Context: an optimization exercise on an open-source flow, tuned for a short achievable clock period and few clock cycles. The choices shown serve that exercise and are no tape-out recipe. In this exercise RTL edits were held to simulation tests only and were not proved equivalent to the original. Power and IR drop assume default switching activity.

--- design.v ---
module c16_registers (
   input  logic            clk,
   input  logic            rst_n,
   input  logic [6:0]      l_w_any,
   input  logic [6:0]      l_w1,
   input  logic [6:0]      l_w2n,
   input  logic [6:0]      l_w2s,
   input  logic [7:0]      lo_r1,
   input  logic [7:0]      lo_r2,
   input  logic            h_wr1,
   input  logic [2:0]      h_rd1,
   input  logic            h_wr2,
   input  logic [2:0]      h_rd2,
   input  logic            h_r2_norm,
   input  logic            h_r2_shift,
   input  logic [6:0]      h_w_any,
   input  logic [6:0]      h_w1,
   input  logic [6:0]      h_w2n,
   input  logic [6:0]      h_w2s,
   input  logic [7:0]      h_r1_lo,
   input  logic [7:0]      h_r2_lo,
   input  logic [7:0]      hi_r1,
   input  logic [7:0]      hi_r2,
   input  logic [2:0]      dbg_addr,
   output logic [6:0][7:0] regs_lo,
   output logic [6:0][7:0] regs_hi,
   output logic [19:0]     wb_first,
   output logic [19:0]     wb_second,
   output logic [15:0]     dbg_value
);
   logic [6:0][7:0] lo_q, hi_q, arch_lo_q;
   logic [7:0]      lo_r1x2, hi_r1x2, h_r1x2_lo;
   assign lo_r1x2   = {lo_r1[6:0], 1'b0};
   assign hi_r1x2   = {hi_r1[6:0], h_r1_lo[7]};
   assign h_r1x2_lo = {h_r1_lo[6:0], 1'b0};
   always_ff @(posedge clk) begin
      for (int i = 0; i < 7; i++) begin
         if (!rst_n) begin
            lo_q[i] <= '0;
         end else if (l_w_any[i]) begin
            lo_q[i] <= (lo_r1 & {8{l_w1[i]}}) | (lo_r2 & {8{l_w2n[i]}})
                       | (lo_r1x2 & {8{l_w2s[i]}});
         end
         if (!rst_n) begin
            hi_q[i]      <= '0;
            arch_lo_q[i] <= '0;
         end else if (h_w_any[i]) begin
            hi_q[i]      <= (hi_r1 & {8{h_w1[i]}}) | (hi_r2 & {8{h_w2n[i]}})
                            | (hi_r1x2 & {8{h_w2s[i]}});
            arch_lo_q[i] <= (h_r1_lo & {8{h_w1[i]}}) | (h_r2_lo & {8{h_w2n[i]}})
                            | (h_r1x2_lo & {8{h_w2s[i]}});
         end
      end
   end
   assign regs_lo = lo_q;
   assign regs_hi = hi_q;
   logic        en1_q, en2_q;
   logic [2:0]  dest1_q, dest2_q;
   logic [15:0] val1_q, val2_q;
   logic [15:0] r2v;
   assign r2v = h_r2_norm ? {hi_r2, h_r2_lo} : (h_r2_shift ? {hi_r1x2, h_r1x2_lo} : 16'd0);
   always_ff @(posedge clk) begin
      if (!rst_n) begin
         en1_q <= 1'b0;
         en2_q <= 1'b0;
      end else begin
         en1_q <= h_wr1;
         en2_q <= h_wr2;
      end
      dest1_q <= h_rd1;
      dest2_q <= h_rd2;
      val1_q  <= {hi_r1, h_r1_lo};
      val2_q  <= r2v;
   end
   assign wb_first  = {en1_q, dest1_q, val1_q};
   assign wb_second = {en2_q, dest2_q, val2_q};
   assign dbg_value = (dbg_addr == 3'd7) ? 16'd0 : {hi_q[dbg_addr], arch_lo_q[dbg_addr]};
endmodule
module c16_fetcher #(
   parameter int unsigned pc_width = 16
) (
   input  logic                clk,
   input  logic                rst_n,
   output logic [pc_width-1:0] fetch_addr,
   output logic                fetch_stall
);
   logic [pc_width-1:0] addr_q;
   always_ff @(posedge clk) begin
      if (!rst_n) begin
         addr_q <= '0;
      end else begin
         addr_q <= addr_q + 1'b1;
      end
   end
   assign fetch_addr  = addr_q;
   assign fetch_stall = 1'b0;
endmodule
module c16_queue (
   input  logic             clk,
   input  logic             rst_n,
   input  logic [4:0][2:0]  lane_idx,
   input  logic [4:0]       lane_use_imm,
   input  logic [4:0][15:0] lane_imm,
   input  logic [4:0]       lane_inv,
   input  logic             cin1,
   input  logic             ka,
   input  logic             kb,
   input  logic             wr1,
   input  logic [2:0]       rd1,
   input  logic             wr2,
   input  logic [2:0]       rd2,
   input  logic             r2_norm,
   input  logic             r2_shift,
   input  logic [6:0]       w_any,
   input  logic [6:0]       w1,
   input  logic [6:0]       w2n,
   input  logic [6:0]       w2s,
   input  logic [6:0][7:0]  regs_lo,
   input  logic [6:0][7:0]  regs_hi,
   input  logic [7:0]       lo_r1,
   input  logic [7:0]       lo_r2,
   input  logic             lo_cout1,
   input  logic             lo_maj,
   input  logic             lo_cout2,
   input  logic [7:0]       hi_r1,
   input  logic [7:0]       hi_r2,
   output logic [4:0][7:0]  l_lane,
   output logic             l_cin1,
   output logic             l_ka,
   output logic             l_kb,
   output logic             l_wr1,
   output logic [2:0]       l_rd1,
   output logic             l_wr2,
   output logic [2:0]       l_rd2,
   output logic             l_r2_norm,
   output logic             l_r2_shift,
   output logic [6:0]       l_w_any,
   output logic [6:0]       l_w1,
   output logic [6:0]       l_w2n,
   output logic [6:0]       l_w2s,
   output logic [4:0][7:0]  h_lane,
   output logic             h_cin1,
   output logic             h_ka,
   output logic             h_kb,
   output logic [7:0]       h_r1_lo,
   output logic [7:0]       h_r2_lo,
   output logic             h_wr1,
   output logic [2:0]       h_rd1,
   output logic             h_wr2,
   output logic [2:0]       h_rd2,
   output logic             h_r2_norm,
   output logic             h_r2_shift,
   output logic [6:0]       h_w_any,
   output logic [6:0]       h_w1,
   output logic [6:0]       h_w2n,
   output logic [6:0]       h_w2s
);
   localparam logic [2:0] zero_reg = 3'd7;
   logic [4:0]      s1, s2, s2s, sz, so;
   logic [4:0][7:0] l_lane_d;
   always_comb begin
      for (int l = 0; l < 5; l++) begin
         logic        f1, f2;
         logic [7:0]  other;
         logic [7:0]  v;
         f2     = l_wr2 && (l_rd2 == lane_idx[l]) && !lane_use_imm[l];
         f1     = l_wr1 && (l_rd1 == lane_idx[l]) && !lane_use_imm[l] && !f2;
         s1[l]  = f1;
         s2[l]  = f2 && l_r2_norm;
         s2s[l] = f2 && l_r2_shift;
         sz[l]  = f2 && !l_r2_norm && !l_r2_shift;
         so[l]  = !f1 && !f2;
         other  = lane_use_imm[l] ? lane_imm[l][7:0]
                  : ((lane_idx[l] == zero_reg) ? 8'd0 : regs_lo[lane_idx[l]]);
         v      = ({8{s1[l]}} & lo_r1)
                  | ({8{s2[l]}} & lo_r2)
                  | ({8{s2s[l]}} & {lo_r1[6:0], 1'b0})
                  | ({8{so[l]}} & other);
         l_lane_d[l] = v ^ {8{lane_inv[l]}};
      end
   end
   logic [4:0]      l_s1, l_s2, l_s2s, l_so, l_use_imm, l_sign, l_inv;
   logic [4:0][2:0] l_idx;
   always_ff @(posedge clk) begin
      if (!rst_n) begin
         l_wr1   <= 1'b0;
         l_wr2   <= 1'b0;
         l_w_any <= '0;
      end else begin
         l_wr1   <= wr1;
         l_wr2   <= wr2;
         l_w_any <= w_any;
      end
      l_lane     <= l_lane_d;
      l_cin1     <= cin1;
      l_ka       <= ka;
      l_kb       <= kb;
      l_rd1      <= rd1;
      l_rd2      <= rd2;
      l_r2_norm  <= r2_norm;
      l_r2_shift <= r2_shift;
      l_w1       <= w1;
      l_w2n      <= w2n;
      l_w2s      <= w2s;
      l_s1       <= s1;
      l_s2       <= s2;
      l_s2s      <= s2s;
      l_so       <= so;
      l_idx      <= lane_idx;
      l_use_imm  <= lane_use_imm;
      l_inv      <= lane_inv;
      for (int l = 0; l < 5; l++) begin
         l_sign[l] <= lane_imm[l][15];
      end
   end
   logic [4:0][7:0] h_lane_d;
   logic [7:0]      hi_r1x2;
   assign hi_r1x2 = {hi_r1[6:0], h_r1_lo[7]};
   always_comb begin
      for (int l = 0; l < 5; l++) begin
         logic [7:0] other;
         logic [7:0] v;
         other = l_use_imm[l] ? {8{l_sign[l]}}
                 : ((l_idx[l] == zero_reg) ? 8'd0 : regs_hi[l_idx[l]]);
         v     = ({8{l_s1[l]}} & hi_r1)
                 | ({8{l_s2[l]}} & hi_r2)
                 | ({8{l_s2s[l]}} & hi_r1x2)
                 | ({8{l_so[l]}} & other);
         h_lane_d[l] = v ^ {8{l_inv[l]}};
      end
   end
   always_ff @(posedge clk) begin
      if (!rst_n) begin
         h_wr1   <= 1'b0;
         h_wr2   <= 1'b0;
         h_w_any <= '0;
      end else begin
         h_wr1   <= l_wr1;
         h_wr2   <= l_wr2;
         h_w_any <= l_w_any;
      end
      h_lane     <= h_lane_d;
      h_cin1     <= lo_cout1;
      h_ka       <= lo_maj;
      h_kb       <= lo_cout2;
      h_r1_lo    <= lo_r1;
      h_r2_lo    <= lo_r2;
      h_rd1      <= l_rd1;
      h_rd2      <= l_rd2;
      h_r2_norm  <= l_r2_norm;
      h_r2_shift <= l_r2_shift;
      h_w1       <= l_w1;
      h_w2n      <= l_w2n;
      h_w2s      <= l_w2s;
   end
endmodule
module c16_decoder (
   input  logic        clk,
   input  logic        rst_n,
   input  logic [31:0] fetch_word,
   output logic [4:0][2:0]  lane_idx,
   output logic [4:0]       lane_use_imm,
   output logic [4:0][15:0] lane_imm,
   output logic [4:0]       lane_inv,
   output logic             cin1,
   output logic             ka,
   output logic             kb,
   output logic             wr1,
   output logic [2:0]       rd1,
   output logic             wr2,
   output logic [2:0]       rd2,
   output logic             r2_norm,
   output logic             r2_shift,
   output logic [6:0]       w_any,
   output logic [6:0]       w1,
   output logic [6:0]       w2n,
   output logic [6:0]       w2s
);
   logic [4:0][2:0]  lane_idx_c;
   logic [4:0]       lane_use_imm_c;
   logic [4:0][15:0] lane_imm_c;
   logic [4:0]       lane_inv_c;
   logic             cin1_c, ka_c, kb_c, wr1_c, wr2_c, r2_norm_c, r2_shift_c;
   logic [2:0]       rd1_c, rd2_c;
   logic [6:0]       w_any_c, w1_c, w2n_c, w2s_c;
   localparam logic [2:0] zero_reg = 3'd7;
   function automatic logic [6:0] onehot(input logic [2:0] idx);
      logic [6:0] v;
      v = '0;
      for (int i = 0; i < 7; i++) begin
         v[i] = (idx == 3'(i));
      end
      onehot = v;
   endfunction
   logic [15:0] i1, i2;
   logic        alu1, alu2, reg1, reg2, sub1, sub2;
   logic [2:0]  rs1, rs2, rt1, rt2;
   logic [15:0] imm1, imm2;
   logic        dep_x, dep_y, both;
   assign i1 = fetch_word[15:0];
   assign i2 = fetch_word[31:16];
   assign alu1 = (i1[15:13] == 3'd0);
   assign alu2 = (i2[15:13] == 3'd0);
   assign reg1 = i1[11];
   assign reg2 = i2[11];
   assign sub1 = i1[12];
   assign sub2 = i2[12];
   assign rd1_c  = i1[10:8];
   assign rd2_c  = i2[10:8];
   assign rs1  = i1[7:5];
   assign rs2  = i2[7:5];
   assign rt1  = i1[2:0];
   assign rt2  = i2[2:0];
   assign imm1 = {{11{i1[4]}}, i1[4:0]};
   assign imm2 = {{11{i2[4]}}, i2[4:0]};
   assign wr1_c  = alu1 && (rd1_c != zero_reg);
   assign wr2_c  = alu2 && (rd2_c != zero_reg);
   assign dep_x = wr1_c && (rs2 == rd1_c);
   assign dep_y = wr1_c && reg2 && (rt2 == rd1_c);
   assign both  = dep_x && dep_y;
   always_comb begin
      lane_idx_c[0]     = rs1;
      lane_use_imm_c[0] = 1'b0;
      lane_imm_c[0]     = '0;
      lane_inv_c[0]     = 1'b0;
      lane_idx_c[1]     = rt1;
      lane_use_imm_c[1] = !reg1;
      lane_imm_c[1]     = imm1;
      lane_inv_c[1]     = sub1;
      cin1_c            = sub1;
      lane_idx_c[2]     = rs2;
      lane_use_imm_c[2] = 1'b0;
      lane_imm_c[2]     = '0;
      lane_inv_c[2]     = 1'b0;
      lane_idx_c[3]     = rt2;
      lane_use_imm_c[3] = !reg2;
      lane_imm_c[3]     = imm2;
      lane_inv_c[3]     = sub2;
      lane_idx_c[4]     = zero_reg;
      lane_use_imm_c[4] = 1'b0;
      lane_imm_c[4]     = '0;
      lane_inv_c[4]     = 1'b0;
      ka_c              = 1'b0;
      kb_c              = sub2;
      if (dep_x && !dep_y) begin
         lane_idx_c[2]     = rs1;
         lane_idx_c[3]     = rt1;
         lane_use_imm_c[3] = !reg1;
         lane_imm_c[3]     = imm1;
         lane_inv_c[3]     = sub1;
         lane_idx_c[4]     = rt2;
         lane_use_imm_c[4] = !reg2;
         lane_imm_c[4]     = imm2;
         lane_inv_c[4]     = sub2;
         ka_c              = sub1;
         kb_c              = sub2;
      end else if (dep_y && !dep_x) begin
         lane_idx_c[3]     = rs1;
         lane_use_imm_c[3] = 1'b0;
         lane_imm_c[3]     = '0;
         lane_inv_c[3]     = sub2;
         lane_idx_c[4]     = rt1;
         lane_use_imm_c[4] = !reg1;
         lane_imm_c[4]     = imm1;
         lane_inv_c[4]     = sub1 ^ sub2;
         ka_c              = sub2 & ~sub1;
         kb_c              = sub2 | sub1;
      end else if (both) begin
         lane_idx_c[2]     = zero_reg;
         lane_idx_c[3]     = zero_reg;
         lane_use_imm_c[3] = 1'b0;
         lane_inv_c[3]     = 1'b0;
         kb_c              = 1'b0;
      end
   end
   logic [6:0] t1, t2;
   assign t1    = wr1_c ? onehot(rd1_c) : 7'd0;
   assign t2    = wr2_c ? onehot(rd2_c) : 7'd0;
   assign w_any_c = t1 | t2;
   assign w1_c    = t1 & ~t2;
   assign w2n_c   = both ? 7'd0 : t2;
   assign w2s_c   = (both && !sub2) ? t2 : 7'd0;
   assign r2_norm_c  = !both;
   assign r2_shift_c = both && !sub2;
   always_ff @(posedge clk) begin
      if (!rst_n) begin
         wr1   <= 1'b0;
         wr2   <= 1'b0;
         w_any <= '0;
      end else begin
         wr1   <= wr1_c;
         wr2   <= wr2_c;
         w_any <= w_any_c;
      end
      lane_idx     <= lane_idx_c;
      lane_use_imm <= lane_use_imm_c;
      lane_imm     <= lane_imm_c;
      lane_inv     <= lane_inv_c;
      cin1         <= cin1_c;
      ka           <= ka_c;
      kb           <= kb_c;
      rd1          <= rd1_c;
      rd2          <= rd2_c;
      r2_norm      <= r2_norm_c;
      r2_shift     <= r2_shift_c;
      w1           <= w1_c;
      w2n          <= w2n_c;
      w2s          <= w2s_c;
   end
endmodule
module c16_executor (
   input  logic [4:0][7:0] lane,
   input  logic            cin1,
   input  logic            ka,
   input  logic            kb,
   output logic [7:0]      r1,
   output logic [7:0]      r2,
   output logic            cout1,
   output logic            maj_out,
   output logic            cout2
);
   logic [7:0] a1, b1, x, y, z, s, m;
   logic [9:0] sum1, sum2;
   assign a1 = lane[0];
   assign b1 = lane[1];
   assign x  = lane[2];
   assign y  = lane[3];
   assign z  = lane[4];
   assign s = x ^ y ^ z;
   assign m = (x & y) | (x & z) | (y & z);
   assign sum1    = {1'b0, a1, 1'b1} + {1'b0, b1, cin1};
   assign sum2    = {1'b0, s, 1'b1} + {1'b0, m[6:0], ka, kb};
   assign r1      = sum1[8:1];
   assign r2      = sum2[8:1];
   assign cout1   = sum1[9];
   assign maj_out = m[7];
   assign cout2   = sum2[9];
endmodule
module c16_top #(
   parameter int unsigned pc_width = 16
) (
   input  logic                clk,
   input  logic                rst_n,
   input  logic [31:0]         fetch_word,
   input  logic [2:0]          dbg_addr,
   output logic [pc_width-1:0] fetch_addr,
   output logic                fetch_stall,
   output logic [19:0]         wb_first,
   output logic [19:0]         wb_second,
   output logic [15:0]         dbg_value
);
   logic [4:0][2:0]  d_lane_idx;
   logic [4:0]       d_lane_use_imm;
   logic [4:0][15:0] d_lane_imm;
   logic [4:0]       d_lane_inv;
   logic             d_cin1, d_ka, d_kb, d_wr1, d_wr2, d_r2_norm, d_r2_shift;
   logic [2:0]       d_rd1, d_rd2;
   logic [6:0]       d_w_any, d_w1, d_w2n, d_w2s;
   logic [4:0][7:0]  l_lane;
   logic             l_cin1, l_ka, l_kb, l_wr1, l_wr2, l_r2_norm, l_r2_shift;
   logic [2:0]       l_rd1, l_rd2;
   logic [6:0]       l_w_any, l_w1, l_w2n, l_w2s;
   logic [7:0]       lo_r1, lo_r2;
   logic             lo_cout1, lo_maj, lo_cout2;
   logic [4:0][7:0]  h_lane;
   logic             h_cin1, h_ka, h_kb, h_wr1, h_wr2, h_r2_norm, h_r2_shift;
   logic [2:0]       h_rd1, h_rd2;
   logic [6:0]       h_w_any, h_w1, h_w2n, h_w2s;
   logic [7:0]       h_r1_lo, h_r2_lo;
   logic [7:0]       hi_r1, hi_r2;
   logic             hi_cout1, hi_maj, hi_cout2;
   logic [6:0][7:0]  regs_lo, regs_hi;
   c16_fetcher #(
      .pc_width (pc_width)
   ) fetcher_i (
      .clk         (clk),
      .rst_n       (rst_n),
      .fetch_addr  (fetch_addr),
      .fetch_stall (fetch_stall)
   );
   c16_decoder decoder_i (
      .clk          (clk),
      .rst_n        (rst_n),
      .fetch_word   (fetch_word),
      .lane_idx     (d_lane_idx),
      .lane_use_imm (d_lane_use_imm),
      .lane_imm     (d_lane_imm),
      .lane_inv     (d_lane_inv),
      .cin1         (d_cin1),
      .ka           (d_ka),
      .kb           (d_kb),
      .wr1          (d_wr1),
      .rd1          (d_rd1),
      .wr2          (d_wr2),
      .rd2          (d_rd2),
      .r2_norm      (d_r2_norm),
      .r2_shift     (d_r2_shift),
      .w_any        (d_w_any),
      .w1           (d_w1),
      .w2n          (d_w2n),
      .w2s          (d_w2s)
   );
   c16_queue queue_i (
      .clk          (clk),
      .rst_n        (rst_n),
      .lane_idx     (d_lane_idx),
      .lane_use_imm (d_lane_use_imm),
      .lane_imm     (d_lane_imm),
      .lane_inv     (d_lane_inv),
      .cin1         (d_cin1),
      .ka           (d_ka),
      .kb           (d_kb),
      .wr1          (d_wr1),
      .rd1          (d_rd1),
      .wr2          (d_wr2),
      .rd2          (d_rd2),
      .r2_norm      (d_r2_norm),
      .r2_shift     (d_r2_shift),
      .w_any        (d_w_any),
      .w1           (d_w1),
      .w2n          (d_w2n),
      .w2s          (d_w2s),
      .regs_lo      (regs_lo),
      .regs_hi      (regs_hi),
      .lo_r1        (lo_r1),
      .lo_r2        (lo_r2),
      .lo_cout1     (lo_cout1),
      .lo_maj       (lo_maj),
      .lo_cout2     (lo_cout2),
      .hi_r1        (hi_r1),
      .hi_r2        (hi_r2),
      .l_lane       (l_lane),
      .l_cin1       (l_cin1),
      .l_ka         (l_ka),
      .l_kb         (l_kb),
      .l_wr1        (l_wr1),
      .l_rd1        (l_rd1),
      .l_wr2        (l_wr2),
      .l_rd2        (l_rd2),
      .l_r2_norm    (l_r2_norm),
      .l_r2_shift   (l_r2_shift),
      .l_w_any      (l_w_any),
      .l_w1         (l_w1),
      .l_w2n        (l_w2n),
      .l_w2s        (l_w2s),
      .h_lane       (h_lane),
      .h_cin1       (h_cin1),
      .h_ka         (h_ka),
      .h_kb         (h_kb),
      .h_r1_lo      (h_r1_lo),
      .h_r2_lo      (h_r2_lo),
      .h_wr1        (h_wr1),
      .h_rd1        (h_rd1),
      .h_wr2        (h_wr2),
      .h_rd2        (h_rd2),
      .h_r2_norm    (h_r2_norm),
      .h_r2_shift   (h_r2_shift),
      .h_w_any      (h_w_any),
      .h_w1         (h_w1),
      .h_w2n        (h_w2n),
      .h_w2s        (h_w2s)
   );
   c16_executor executor_lo_i (
      .lane    (l_lane),
      .cin1    (l_cin1),
      .ka      (l_ka),
      .kb      (l_kb),
      .r1      (lo_r1),
      .r2      (lo_r2),
      .cout1   (lo_cout1),
      .maj_out (lo_maj),
      .cout2   (lo_cout2)
   );
   c16_executor executor_hi_i (
      .lane    (h_lane),
      .cin1    (h_cin1),
      .ka      (h_ka),
      .kb      (h_kb),
      .r1      (hi_r1),
      .r2      (hi_r2),
      .cout1   (hi_cout1),
      .maj_out (hi_maj),
      .cout2   (hi_cout2)
   );
   c16_registers registers_i (
      .clk        (clk),
      .rst_n      (rst_n),
      .l_w_any    (l_w_any),
      .l_w1       (l_w1),
      .l_w2n      (l_w2n),
      .l_w2s      (l_w2s),
      .lo_r1      (lo_r1),
      .lo_r2      (lo_r2),
      .h_wr1      (h_wr1),
      .h_rd1      (h_rd1),
      .h_wr2      (h_wr2),
      .h_rd2      (h_rd2),
      .h_r2_norm  (h_r2_norm),
      .h_r2_shift (h_r2_shift),
      .h_w_any    (h_w_any),
      .h_w1       (h_w1),
      .h_w2n      (h_w2n),
      .h_w2s      (h_w2s),
      .h_r1_lo    (h_r1_lo),
      .h_r2_lo    (h_r2_lo),
      .hi_r1      (hi_r1),
      .hi_r2      (hi_r2),
      .dbg_addr   (dbg_addr),
      .regs_lo    (regs_lo),
      .regs_hi    (regs_hi),
      .wb_first   (wb_first),
      .wb_second  (wb_second),
      .dbg_value  (dbg_value)
   );
endmodule
--- flow/run.sh ---
#!/bin/bash
# Own layout flow: the standard ORFS flow (standard.sh), with these changes:
#  - the 4:1 and 2:1 mux cells are not used (their select-to-output delay is long,
#    and the debug read port is a select path), so logic maps to AND-OR gates;
#  - Yosys's full/half-adder extraction is off (ADDER_MAP_FILE empty), so the
#    adders map to plain gates instead of chains of slow fa/ha cells;
#  - the debug port's pins are kept together (flow/io_pins.tcl, read just before
#    the standard pin placement), so its address-to-value paths stay short;
#  - timing repair does not clone gates (a clone added after the last design
#    repair can leave a slew violation behind).
# Everything else (synthesis script, registers, floorplan, power grid, placement,
# CTS, routing, constraints) is the standard flow's. Each tool's output is in the
# ORFS logs under orfs/logs, and make's own output in flow_make.log.
set -euo pipefail

FLOW_DIR=$(cd "$(dirname "${BASH_SOURCE[0]}")" && pwd)

DU=$(make -s -C "$FLOW_HOME" DESIGN_CONFIG="$FLOW_CONFIG" WORK_HOME="$PWD/orfs" \
        print-DONT_USE_CELLS 2> print_dont_use.log | sed -n 's/^DONT_USE_CELLS: //p')
if [[ -z "$DU" ]]; then
   echo "could not read DONT_USE_CELLS" >&2
   exit 1
fi
MUX="sky130_fd_sc_hd__mux4_1 sky130_fd_sc_hd__mux4_2 sky130_fd_sc_hd__mux4_4"
MUX="$MUX sky130_fd_sc_hd__mux2_1 sky130_fd_sc_hd__mux2_2 sky130_fd_sc_hd__mux2_4"
MUX="$MUX sky130_fd_sc_hd__mux2_8 sky130_fd_sc_hd__mux2i_1 sky130_fd_sc_hd__mux2i_2"
MUX="$MUX sky130_fd_sc_hd__mux2i_4"

export PRE_IO_PLACEMENT_TCL="$FLOW_DIR/io_pins.tcl"
export SKIP_GATE_CLONING=1

bash standard.sh "DONT_USE_CELLS=$DU $MUX" "ADDER_MAP_FILE=" finish > flow_make.log 2>&1
--- flow/io_pins.tcl ---
# Keep the debug read port's pins together so its address-to-value paths stay short
set_io_pin_constraint -group -order -pin_names {dbg_value[0] dbg_value[1] dbg_value[2] dbg_value[3] dbg_value[4] dbg_value[5] dbg_value[6] dbg_value[7] dbg_addr[0] dbg_addr[1] dbg_addr[2] dbg_value[8] dbg_value[9] dbg_value[10] dbg_value[11] dbg_value[12] dbg_value[13] dbg_value[14] dbg_value[15]}
--- standard.sh ---
#!/bin/bash
# synth_recipe.tcl (not shown) runs the flow's synth.tcl, then flattens the netlist and writes it again
# the make line also repeats each setting of config.mk as NAME=value (left out here)
make -C /OpenROAD-flow-scripts/flow DESIGN_CONFIG=/design/flow/config.mk WORK_HOME=/design/flow/orfs CLKGATE_MAP_FILE= SYNTH_SCRIPT=/design/flow/synth_recipe.tcl "${@:-finish}"
--- config.mk ---
export PLATFORM = sky130hd
export DESIGN_NAME = c16_top
export DESIGN_NICKNAME = c16_top
export VERILOG_FILES = /design/flow/design.v
export SDC_FILE = /design/flow/constraint.sdc
export NUM_CORES = 4
export LEC_CHECK = 0
export ABC_CLOCK_PERIOD_IN_PS = 2500
export CAP_MARGIN = 20
export CORE_MARGIN = 2
export CORE_UTILIZATION = 40
export SETUP_SLACK_MARGIN = 2.7
export SLEW_MARGIN = 20
--- constraint.sdc ---
create_clock -name core_clock -period 5.5 [get_ports {clk}]
set_input_delay 1.1000 -clock core_clock [delete_from_list [all_inputs] [get_ports {clk}]]
set_output_delay 1.1000 -clock core_clock [all_outputs]
set_load 0.01 [all_outputs]
==> results of run 1 <==
-- logic make-up after synthesis --
family	share of synthesized area (%)
AOI/OAI and AO/OA	30.83
and+or+nand+nor	18.69
DFF	37.72
buffers and inverters	5.335
xor gates and xnor gates	6.309
adders and majority gates	1.102
other	0.01364
-- per-layer routing --
layer,vias up,part of all wire [%]
met4,2,6.3
met5,-,0.012
li1,12319,-
met2,1212,46
met3,332,7.7
met1,12564,40
-- sequential cells by signal, summed over array words and instances, names as in the netlist, 8 cells and up --
register / flops
registers_i.arch_lo_q: 56
registers_i.hi_q: 56
registers_i.lo_q: 56
queue_i.h_lane: 40
queue_i.l_lane: 40
fetcher_i.addr_q: 16
registers_i.val1_q: 16
registers_i.val2_q: 16
decoder_i.lane_idx: 15
queue_i.l_idx: 15
decoder_i.lane_imm: 12
queue_i.h_r1_lo: 8
queue_i.h_r2_lo: 8
-- through the flow --
step	area (µm²)	hold slack, ns	worst slack (ns)
2_1_floorplan	27650	0.3096	2.596
3_3_place_gp	28980	0.3101	1.325
3_5_place_dp	28990	0.3121	1.328
4_1_cts	32370	0.3235	2.204
5_1_grt	33540	0.3271	2.150
6_report	33540	0.3183	2.211
-- repair_timing --
item | in CTS | in global routing
endpoints found under the hold margin | 0 | 0
setup endpoints to repair | 151 | 146
pin swaps | 61 | 100
setup buffers | 67 | 35
resized for setup | 212 | 168
-- final timing paths --
check	start	to	slack (ns)	cells after the start
max reg2reg	queue_i.l_lane[25]$_DFF_P_	registers_i.lo_q[5]$_SDFFE_PN0P_	2.50	13
min	decoder_i.w2s[0]$_SDFF_PN0_	queue_i.l_w2s[0]$_DFF_P_	0.32	0
min reg2reg	decoder_i.w2s[0]$_SDFF_PN0_	queue_i.l_w2s[0]$_DFF_P_	0.32	0
max	dbg_addr[1]	dbg_value[15]	2.21	8
-- layout make-up --
cell class / count / area, µm² / area share, %
diodes: 2 / 5.005 / 0.01492
clock buffers: 67 / 1493 / 4.450
clock inverters: 36 / 576.8 / 1.720
inverters: 21 / 78.83 / 0.2350
multi-input cells: 2550 / 17040 / 50.80
flip-flops and latches: 518 / 10400 / 31.02
well taps: 882 / 1104 / 3.290
repair buffers: 276 / 2840 / 8.468
-- synth_stat cells, drive strengths merged (43+ instances only) --
cell,count
dfxtp,518
a222oi,52
o21ai,386
a22oi,43
buf,54
a21oi,196
o211a,63
clkbuf,304
nand2,481
xnor2,139
nand2b,95
and2,59
nor2,165
a211oi,230
nor2b,219
a221oi,111
-- power groups by stage --
stage	clock [W]	combinational (W)	sequential [W]
after floorplan	0	0.00119	0.00422
after global placement	0	0.00187	0.00443
after detailed placement	0	0.00188	0.00443
after CTS	0.00426	0.00232	0.00435
after global routing	0.00440	0.00284	0.00439
final	0.00420	0.00274	0.00436
-- cell usage in the layout (no fill, tap or decap), drive strengths merged, types with 15 or more instances in the layout --
master	netlist	layout
a211oi	230	230
a21o	19	19
a21oi	196	196
a221o	30	30
a221oi	111	111
a222oi	52	52
a22o	26	26
a22oi	43	43
a31oi	16	16
and2	59	59
buf	54	188
clkbuf	304	68
clkdlybuf4s50	0	85
clkinv	0	15
dfxtp	518	518
inv	21	26
maj3	29	29
nand2	481	481
nand2b	95	95
nand3	28	28
nor2	165	165
nor2b	219	219
o211a	63	63
o21ai	386	386
xnor2	139	139
xor2	42	42
==> impl_metrics.yaml, run 1 <==
place:
  dp_cells: 4145
  portBuffers: 108
  globalplace.congestion: 0.9237
  hpwl_mm: 68.42
global_route:
  met3_usage_pct: 4.843
  grt_antenna_before_repair: 1
  use_met1_pct: 35.82
  first_global_vias: 24113
  grtUsageMet2_pct: 45.25
  gr-total-overflow: 0
  grt_max_degree: 123
  top_usage_layer: "met2"
  gr-usage-all-layers_pct: 28.14
  grt_first_pass_wirelength_mm: 153.4
worst_setup_path:
  cp-start-kind: "primary input"
  worst_ep_required_time_ns: 4.40
  crit_chain: "buf_16 > buf_16 > buf_12 > nand2b_1 > o21ai_0 > a211oi_1 > a21o_1 > buf_2"
  cp.arrival_ns: 2.19
  cp-end-kind: "output pin"
  cp_common_cell: "buf_16"
  slowest_stage: "a211oi_1"
  critical_path.top_delay_family: "buffers and inverters"
  slowest_delay_ns: 0.25
  crit_fanout: 24
  crit_buf_inv: 4
  timing_worst_setup_path_type: "in -> out"
detailed_routing:
  via_count: 26429
  first_pass_iters: 10
  vias_per_cell: 6.073
  drc_errors: 0
  wl_mm: 104.9
  detail-route-antenna-nets: 0
  drt_iter0_drc: 3022
  wl_per_cell_um: 24.09
synthesis:
  synth_top_area_share_pct: 37.72
  netlist_area_um2: 27490
  ys_seq_elements: 518
  ys_warn_count: 4
  ys_dominant_reg_cell: "dfxtp_1"
  synth_largest_area_cell: "dfxtp_1"
  synth_edf_count: 0
  synthDistinctLibCells: 66
  syn_avg_cell_area_um2: 7.975
  synthArstFlopShare_pct: 0
  yosysSeqAreaShare_pct: 37.72
  ys_top_cells_by_area: "dfxtp_1 38%, o21ai_0 6.8%, nand2_1 6.6%"
  syn_inst: 3447
cells_and_area:
  area_delta_synth_final_pct: 22.02
  fin_nets: 3460
  n_fill_cell: 6445
  final_core_util_pct: 49.08
  fin_cells: 4352
  final_layout_size_suffix_gt1_share_pct: 14.71
timing:
  final-setup-viol-count: 0
  final_max_slew_viol_count: 0
  max_clock_freq_mhz: 304.1
  fin_crit_sh_pct: 59.80
  finalClockSkew_ns: 0.05565
  final.setup.tns_ns: 0
  hold_viol_final: 0
  tightestPinTransition_ns: 1.093
  relSlewSlack_pct: 26.82
  fin_crit_ns: 3.289
  rsz0062_at_grt: "true"
flow_run:
  maxCapViolations: 0
pwr:
  clkPwrFrac_pct: 37.2
  peakVddDrop_mv: 0.2558
  p_switching_w: 0.003663
  sequentialPowerShare_pct: 38.6
  combPwrFrac_pct: 24.3
  p_int_w: 0.007637
  power_per_cell_area_nw_per_um2: 336.9
  switching_share_pct: 32.41
  p_leak_nw: 12.28
  p_total_w: 0.01130
floorplan:
  die_area_um2: 70840
  io_pins: 110
  start_util_pct: 40.22
  num_rows: 96
  coreArea_um2: 68350
  die_h_um: 266.2
  die_w_um: 266.2
clock_tree:
  cts_buffer_depth: 3
  clock_latency_ns: 0.66
  clk_pin_slew_ns: 0.06
  cts_tree: "yes"
  ctsHoldBuffers: 0
  cts_max_level: 2
  cts.sinks: 518
  cts-root-buf: "clkbuf_16"
  numCtsBuffers: 56
worst_hold_path:
  min_path_type: "reg -> reg"
run_status:
  status: "timing/DRC/antenna clean"
Testbench counts, summed over its fixed seeds: cycles 9,114.
==> run 2, diff against run 1 <==
--- a/design.v
+++ b/design.v
@@ -76,3 +76,59 @@
    assign wb_second = {en2_q, dest2_q, val2_q};
-   assign dbg_value = (dbg_addr == 3'd7) ? 16'd0 : {hi_q[dbg_addr], arch_lo_q[dbg_addr]};
+   logic [6:0][15:0] arch;
+   always_comb begin
+      for (int i = 0; i < 7; i++) begin
+         arch[i] = {hi_q[i], arch_lo_q[i]};
+      end
+   end
+   for (genvar g = 0; g < 2; g++) begin : g_dbg
+      logic [6:0] sel;
+      c16_dbg_decode dec_i (
+         .addr (dbg_addr),
+         .sel  (sel)
+      );
+      for (genvar b = 8 * g; b < 8 * g + 8; b++) begin : g_bit
+         logic [3:0] part_n;
+         c16_aoi22 t01_i (.a (sel[0]), .b (arch[0][b]), .c (sel[1]), .d (arch[1][b]), .y (part_n[0]));
+         c16_aoi22 t23_i (.a (sel[2]), .b (arch[2][b]), .c (sel[3]), .d (arch[3][b]), .y (part_n[1]));
+         c16_aoi22 t45_i (.a (sel[4]), .b (arch[4][b]), .c (sel[5]), .d (arch[5][b]), .y (part_n[2]));
+         c16_nand2 t6_i (.a (sel[6]), .b (arch[6][b]), .y (part_n[3]));
+         c16_nand4 or_i (.a (part_n[0]), .b (part_n[1]), .c (part_n[2]), .d (part_n[3]),
+                         .y (dbg_value[b]));
+      end
+   end
+endmodule
+module c16_dbg_decode (
+   input  logic [2:0] addr,
+   output logic [6:0] sel
+);
+   always_comb begin
+      for (int i = 0; i < 7; i++) begin
+         sel[i] = (addr == 3'(i));
+      end
+   end
+endmodule
+module c16_aoi22 (
+   input  logic a,
+   input  logic b,
+   input  logic c,
+   input  logic d,
+   output logic y
+);
+   assign y = ~((a & b) | (c & d));
+endmodule
+module c16_nand2 (
+   input  logic a,
+   input  logic b,
+   output logic y
+);
+   assign y = ~(a & b);
+endmodule
+module c16_nand4 (
+   input  logic a,
+   input  logic b,
+   input  logic c,
+   input  logic d,
+   output logic y
+);
+   assign y = ~(a & b & c & d);
 endmodule
--- a/config.mk
+++ b/config.mk
@@ -13 +13,3 @@
 export SLEW_MARGIN = 20
+export SYNTH_HIERARCHICAL = 1
+export SYNTH_MINIMUM_KEEP_SIZE = 0
==> run 2 against run 1 <==
Against the previous run: critical endpoint is now dbg_value[2]; hold slack improved by 0.0076 ns; global-route usage fell by 1.8 points; setup slack improved by 0.070 ns; critical path type unchanged.
==> impl_metrics.yaml, run 2 <==
floorplan:
  die_h_um: 274.0
  io_pins: 110
  die_area_um2: 75070
  num_rows: 98
  start_util_pct: 40.58
  coreArea_um2: 71850
  die_w_um: 274.0
run_status:
  status: "timing/DRC/antenna clean"
timing:
  fin_crit_sh_pct: 58.53
  fin_crit_ns: 3.219
  final.setup.tns_ns: 0
  relSlewSlack_pct: 22.67
  final_max_slew_viol_count: 0
  max_clock_freq_mhz: 310.7
  final-setup-viol-count: 0
  hold_viol_final: 0
  tightestPinTransition_ns: 1.158
  rsz0062_at_grt: "true"
  finalClockSkew_ns: 0.03323
detailed_routing:
  detail-route-antenna-nets: 0
  via_count: 26478
  drt_iter0_drc: 4092
  drc_errors: 0
  first_pass_iters: 13
  wl_per_cell_um: 24.33
  wl_mm: 102.6
  vias_per_cell: 6.276
global_route:
  grt_first_pass_wirelength_mm: 153.4
  first_global_vias: 24069
  grt_max_degree: 114
  grt_antenna_before_repair: 1
  gr-total-overflow: 0
  gr-usage-all-layers_pct: 26.35
worst_setup_path:
  timing_worst_setup_path_type: "in -> out"
  crit_fanout: 11
  slowest_stage: "and3b_2"
  cp-end-kind: "output pin"
  crit_chain: "buf_12 > and3b_2 > buf_6 > a22oi_2 > nand4_1 > buf_2"
  slowest_delay_ns: 0.30
  reg2reg_slack_ns: 2.51
  reg2reg_depth: 12
  cp-start-kind: "primary input"
  timing.rr.start: "queue_i.l_lane[17]$_DFF_P_"
  worst_ep_required_time_ns: 4.40
  r2r_end: "queue_i.l_lane[31]$_DFF_P_"
  cp.arrival_ns: 2.12
pwr:
  power_per_cell_area_nw_per_um2: 390.4
  p_leak_nw: 11.58
  peakVddDrop_mv: 0.2623
synthesis:
  syn_avg_cell_area_um2: 8.809
  ys_warn_count: 11
  netlist_area_um2: 29160
  syn_inst: 3310
cells_and_area:
  n_fill_cell: 7000
  layout_commonest_cell: "dfxtp_1"
  fin_nets: 3259
  largest_registers: "registers_i.arch_lo_q: 56 flops, registers_i.hi_q: 56 flops, registers_i.lo_q: 56 flops"
  area_delta_synth_final_pct: 13.90
  layout_common_cells: "496 x dfxtp_1, 315 x a21oi_1, 267 x o21ai_0"
  final_layout_size_suffix_gt1_share_pct: 15.16
  design_area_um2: 33210
clock_tree:
  clk_pin_slew_ns: 0.06
  cts_buffer_depth: 3
  cts-root-buf: "clkbuf_16"
  clock_latency_ns: 0.64
  cts_tree: "yes"
  ctsHoldBuffers: 0
  cts.sinks: 525
  cts_max_level: 2
  numCtsBuffers: 55
place:
  globalplace.congestion: 0.9678
  dpl_cell_area_um2: 29730
  hpwl_mm: 70.75
  portBuffers: 108
worst_hold_path:
  holdPathStages: 0
  hold_start: "decoder_i.w1[0]$_DFF_P_"
  hold_end: "queue_i.l_w1[0]$_DFF_P_"
  min_path_type: "reg -> reg"
flow_run:
  maxCapViolations: 0
[run 2: worst max path at each step]
stage,slack (ns),cells past startpoint,start,to
2_1_floorplan,2.62,3,dbg_addr[1],dbg_value[0]
3_3_place_gp,0.83,5,dbg_addr[2],dbg_value[5]
3_5_place_dp,0.82,5,dbg_addr[2],dbg_value[5]
4_1_cts,2.30,6,dbg_addr[1],dbg_value[2]
5_1_grt,2.27,7,dbg_addr[0],dbg_value[5]
6_report,2.28,6,dbg_addr[2],dbg_value[2]
[run 2: power by group]
group	switching [W]	internal [W]
logic	0.00241	0.00173
registers	0.000531	0.00413
clock network	0.00167	0.00249
total	0.00461	0.00835
[run 2: metal layers]
layer / wire [µm] / GRT usage (%)
met1: 42580 / 35.58
met2: 45030 / 40.73
met3: 9225 / 4.116
met4: 5789 / 13.27
met5: 0 / 0
[run 2: worst max-delay path: cells and delay by family]
kind	cells	cell delay (ns)
buffers and inverters	3	0.44
AOI/OAI and AO/OA	1	0.13
and+or+nand+nor	2	0.45
[run 2: final cells by class]
| type | instances | area [µm²] | area share (%) |
|---|---|---|---|
| antenna | 3 | 7.507 | 0.02260 |
| clock buffer | 70 | 1513 | 4.555 |
| clock inverter | 31 | 531.8 | 1.601 |
| inverter | 60 | 225.2 | 0.6781 |
| multi-input combinational | 2347 | 16910 | 50.93 |
| sequential | 525 | 10550 | 31.77 |
| tap | 950 | 1189 | 3.579 |
| timing repair buffer | 233 | 2280 | 6.864 |
[run 2: stage by stage]
| stage | worst slack (ns) | power [W] | std cells | util, % | hold slack, ns |
|---|---|---|---|---|---|
| after floorplan | 2.623 | 0.006587 | 3331 | - | 0.3096 |
| after global placement | 0.8330 | 0.007976 | 4034 | 41.37 | 0.3100 |
| after detailed placement | 0.8185 | 0.007973 | 4034 | 41.37 | 0.3121 |
| after CTS | 2.300 | 0.01253 | 4201 | 45.36 | 0.3267 |
| after global routing | 2.268 | 0.01338 | 4216 | 46.21 | 0.3308 |
| final | 2.281 | 0.01297 | 4219 | 46.22 | 0.3259 |
[run 2: timing repair]
item / in CTS / in global routing
resized for setup: 161 / 115
gates cloned: 0 / 0
buffers inserted: 66 / 15
endpoints found under the setup margin: 137 / 124
pin swaps: 48 / 118
Testbench counts of run 2, summed over its fixed seeds: cycles 9,114.
==> run 3, diff against run 2 <==
--- a/design.v
+++ b/design.v
@@ -30,3 +30,3 @@
 );
-   logic [6:0][7:0] lo_q, hi_q, arch_lo_q;
+   logic [6:0][7:0] lo_q, hi_q;
    logic [7:0]      lo_r1x2, hi_r1x2, h_r1x2_lo;
@@ -44,9 +44,6 @@
          if (!rst_n) begin
-            hi_q[i]      <= '0;
-            arch_lo_q[i] <= '0;
+            hi_q[i] <= '0;
          end else if (h_w_any[i]) begin
-            hi_q[i]      <= (hi_r1 & {8{h_w1[i]}}) | (hi_r2 & {8{h_w2n[i]}})
-                            | (hi_r1x2 & {8{h_w2s[i]}});
-            arch_lo_q[i] <= (h_r1_lo & {8{h_w1[i]}}) | (h_r2_lo & {8{h_w2n[i]}})
-                            | (h_r1x2_lo & {8{h_w2s[i]}});
+            hi_q[i] <= (hi_r1 & {8{h_w1[i]}}) | (hi_r2 & {8{h_w2n[i]}})
+                       | (hi_r1x2 & {8{h_w2s[i]}});
          end
@@ -76,6 +73,37 @@
    assign wb_second = {en2_q, dest2_q, val2_q};
+   c16_dbg_file dbg_file_i (
+      .clk       (clk),
+      .rst_n     (rst_n),
+      .w_any     (h_w_any),
+      .w1        (h_w1),
+      .w2n       (h_w2n),
+      .w2s       (h_w2s),
+      .r1        ({hi_r1, h_r1_lo}),
+      .r2        ({hi_r2, h_r2_lo}),
+      .r1x2      ({hi_r1x2, h_r1x2_lo}),
+      .dbg_addr  (dbg_addr),
+      .dbg_value (dbg_value)
+   );
+endmodule
+module c16_dbg_file (
+   input  logic        clk,
+   input  logic        rst_n,
+   input  logic [6:0]  w_any,
+   input  logic [6:0]  w1,
+   input  logic [6:0]  w2n,
+   input  logic [6:0]  w2s,
+   input  logic [15:0] r1,
+   input  logic [15:0] r2,
+   input  logic [15:0] r1x2,
+   input  logic [2:0]  dbg_addr,
+   output logic [15:0] dbg_value
+);
    logic [6:0][15:0] arch;
-   always_comb begin
+   always_ff @(posedge clk) begin
       for (int i = 0; i < 7; i++) begin
-         arch[i] = {hi_q[i], arch_lo_q[i]};
+         if (!rst_n) begin
+            arch[i] <= '0;
+         end else if (w_any[i]) begin
+            arch[i] <= (r1 & {16{w1[i]}}) | (r2 & {16{w2n[i]}}) | (r1x2 & {16{w2s[i]}});
+         end
       end
--- a/config.mk
+++ b/config.mk
@@ -11,3 +11,3 @@
 export CORE_UTILIZATION = 40
-export SETUP_SLACK_MARGIN = 2.7
+export SETUP_SLACK_MARGIN = 3.0
 export SLEW_MARGIN = 20
==> run 3 against run 2 <==
Against the previous run: synthesized cell count up 5.6%; die area grew 6.5%; combinational power grew 38%; first-iteration DRC count is 9.5% higher; synthesized area grew 6.6%; cell area grew 11%; global-route usage is 1.1 points higher; register-to-register slack improved by 0.13 ns; non-clock buffer count up 72; critical endpoint is now dbg_value[8]; largest cell class unchanged.
==> impl_metrics.yaml, run 3 <==
run_status:
  status: "timing/DRC/antenna clean"
global_route:
  gr-total-overflow: 0
  gr-usage-all-layers_pct: 27.43
  grt_antenna_before_repair: 1
  first_global_vias: 26737
  grt_first_pass_wirelength_mm: 170.0
  grt_max_degree: 146
timing:
  relSlewSlack_pct: 24.35
  rsz0062_at_grt: "true"
  final_max_slew_viol_count: 0
  hold_viol_final: 0
  fin_crit_ns: 3.306
  max_clock_freq_mhz: 302.5
  fin_crit_sh_pct: 60.11
  final-setup-viol-count: 0
  tightestPinTransition_ns: 1.133
  finalClockSkew_ns: 0.06227
  final.setup.tns_ns: 0
  holdWs_ns: 0.3260
detailed_routing:
  detail-route-antenna-nets: 0
  first_pass_iters: 12
  wl_mm: 112.6
  via_count: 29140
  drt_iter0_drc: 4480
  wl_per_cell_um: 24.39
  drc_errors: 0
  vias_per_cell: 6.309
worst_hold_path:
  hold_start: "decoder_i.w2s[6]$_SDFF_PN0_"
  holdPathStages: 0
  min_path_type: "reg -> reg"
  hold_end: "queue_i.l_w2s[6]$_DFF_P_"
worst_setup_path:
  cp-start-kind: "primary input"
  worst_ep_required_time_ns: 4.40
  reg2reg_slack_ns: 2.64
  reg2reg_depth: 13
  cp.arrival_ns: 2.21
  timing.rr.start: "queue_i.h_lane[17]$_DFF_P_"
  slowest_delay_ns: 0.22
  crit_buf_inv: 5
  critical_path.top_delay_family: "buffers and inverters"
  crit_fanout: 7
  cp_common_cell: "buf_8"
  slowest_stage: "nor3b_4"
  cp-end-kind: "output pin"
  timing_worst_setup_path_type: "in -> out"
  r2r_end: "registers_i.hi_q[52]$_SDFFE_PN0P_"
  crit_chain: "buf_8 > buf_8 > buf_8 > nor3b_4 > buf_6 > a22oi_2 > nand4_1 > buf_2"
cells_and_area:
  diodes: 0
  largest_registers: "registers_i.dbg_file_i.arch: 112 flops, registers_i.hi_q: 56 flops, registers_i.lo_q: 56 flops"
  layout_common_cells: "529 x dfxtp_1, 370 x a21oi_1, 284 x o21ai_0"
  area_delta_synth_final_pct: 18.66
  regMostFlops: "registers_i.dbg_file_i.arch"
  regArea_um2: 11710
  layout_commonest_cell: "dfxtp_1"
  fin_nets: 3566
  final_layout_size_suffix_gt1_share_pct: 18.25
  n_fill_cell: 7346
  final_core_util_pct: 47.76
  largest_reg_flops: 112
  multiInputGateArea_um2: 18470
  design_area_um2: 36870
place:
  dpl_cell_area_um2: 32520
  globalplace.congestion: 0.9467
  hpwl_mm: 72.85
  portBuffers: 108
synthesis:
  ys_warn_count: 12
  netlist_area_um2: 31070
  syn_avg_cell_area_um2: 8.886
  syn_inst: 3497
floorplan:
  start_util_pct: 40.25
  coreArea_um2: 77210
  io_pins: 110
  die_area_um2: 79930
  num_rows: 102
  die_h_um: 282.7
  die_w_um: 282.7
clock_tree:
  cts-root-buf: "clkbuf_16"
  cts_tree: "yes"
  ctsHoldBuffers: 0
  cts_buffer_depth: 3
  clock_latency_ns: 0.67
  numCtsBuffers: 59
  clk_pin_slew_ns: 0.06
  cts_max_level: 2
  cts.sinks: 581
pwr:
  p_leak_nw: 13.08
  power_per_cell_area_nw_per_um2: 407.3
  peakVddDrop_mv: 0.3365
flow_run:
  maxCapViolations: 0
[run 3: power breakdown]
group	internal (W)	total, W	switching, W	leakage [nW]
clock network	0.00244	0.00429	0.00185	1.03
registers	0.00454	0.00502	0.000479	4.77
logic	0.00246	0.00571	0.00325	7.28
[run 3: worst max path at each step]
stage / startpoint / end / slack (ns) / depth (start not counted)
final: dbg_addr[1] / dbg_value[8] / 2.19 / 8
after global routing: dbg_addr[1] / dbg_value[14] / 2.14 / 8
after CTS: dbg_addr[1] / dbg_value[4] / 2.19 / 8
after detailed placement: dbg_addr[0] / dbg_value[4] / 0.81 / 5
after global placement: dbg_addr[2] / dbg_value[4] / 0.84 / 5
after floorplan: dbg_addr[1] / dbg_value[0] / 2.62 / 3
[run 3: timing repair]
item	4_1_cts	5_1_grt
gates resized for setup	339	103
endpoints found under the setup margin	293	234
setup buffers	100	34
pin swaps	194	120
[run 3: layout make-up]
cell class	count	area share (%)
inverter	60	0.6108
clock inverter	33	1.089
sequential	581	31.75
tap	1040	3.529
multi-input combinational	2522	50.10
clock buffer	78	4.605
timing repair buffer	305	8.314
[run 3: metrics by stage]
step                      total power (W)  worst slack [ns]  std cells
after global placement           0.008846            0.8372       4373
after detailed placement         0.008859            0.8117       4374
final                             0.01502             2.194       4619
after floorplan                  0.007391             2.623       3524
after global routing              0.01549             2.143       4619
after CTS                         0.01449             2.194       4585
[run 3: layer usage]
metal	wire [µm]	global-route usage, %
met1	46110	37.08
met2	50480	43.16
met3	10510	4.397
met4	5538	11.98
met5	0	0.4884
Testbench counts of run 3, summed over its fixed seeds: cycles 9,114.

afterwards: timing with drivers on the ports:
The results above use ideal ports. As a check the final layouts listed here were re-extracted and re-timed, cells and wires unchanged.
Step 1: set_driving_cell puts a clkbuf_16 on clk and a buf_2 on each other input, an assumption about the parent block.
Step 2 adds t to the input delays and takes it off the output delays; t is the mean of the earliest and latest rising clock arrival at the registers after step 1. Input paths then give back, and output paths get back, about the clock's delay inside the block.
Three values: no drivers, after step 1, after step 2; two values: the first two.
| run | shift t [ns] | setup WS [ns] | hold slack, ns | latest minus earliest clock arrival (ns) |
|---|---|---|---|---|
| run 1 | 0.693 | 2.211 / 2.149 / 2.149 | 0.318 / 0.318 / 0.318 | 0.058 / 0.057 |
| run 2 | 0.690 | 2.281 / 2.220 / 2.182 | 0.326 / 0.326 / 0.326 | 0.036 / 0.036 |
| run 3 | 0.711 | 2.194 / 2.155 / 2.155 | 0.326 / 0.326 / 0.326 | 0.063 / 0.063 |
After both steps every run listed still meets setup and hold. The setup slack of run 2, which loses most, moves by -0.061 ns with the drivers and by -0.099 ns with both steps.
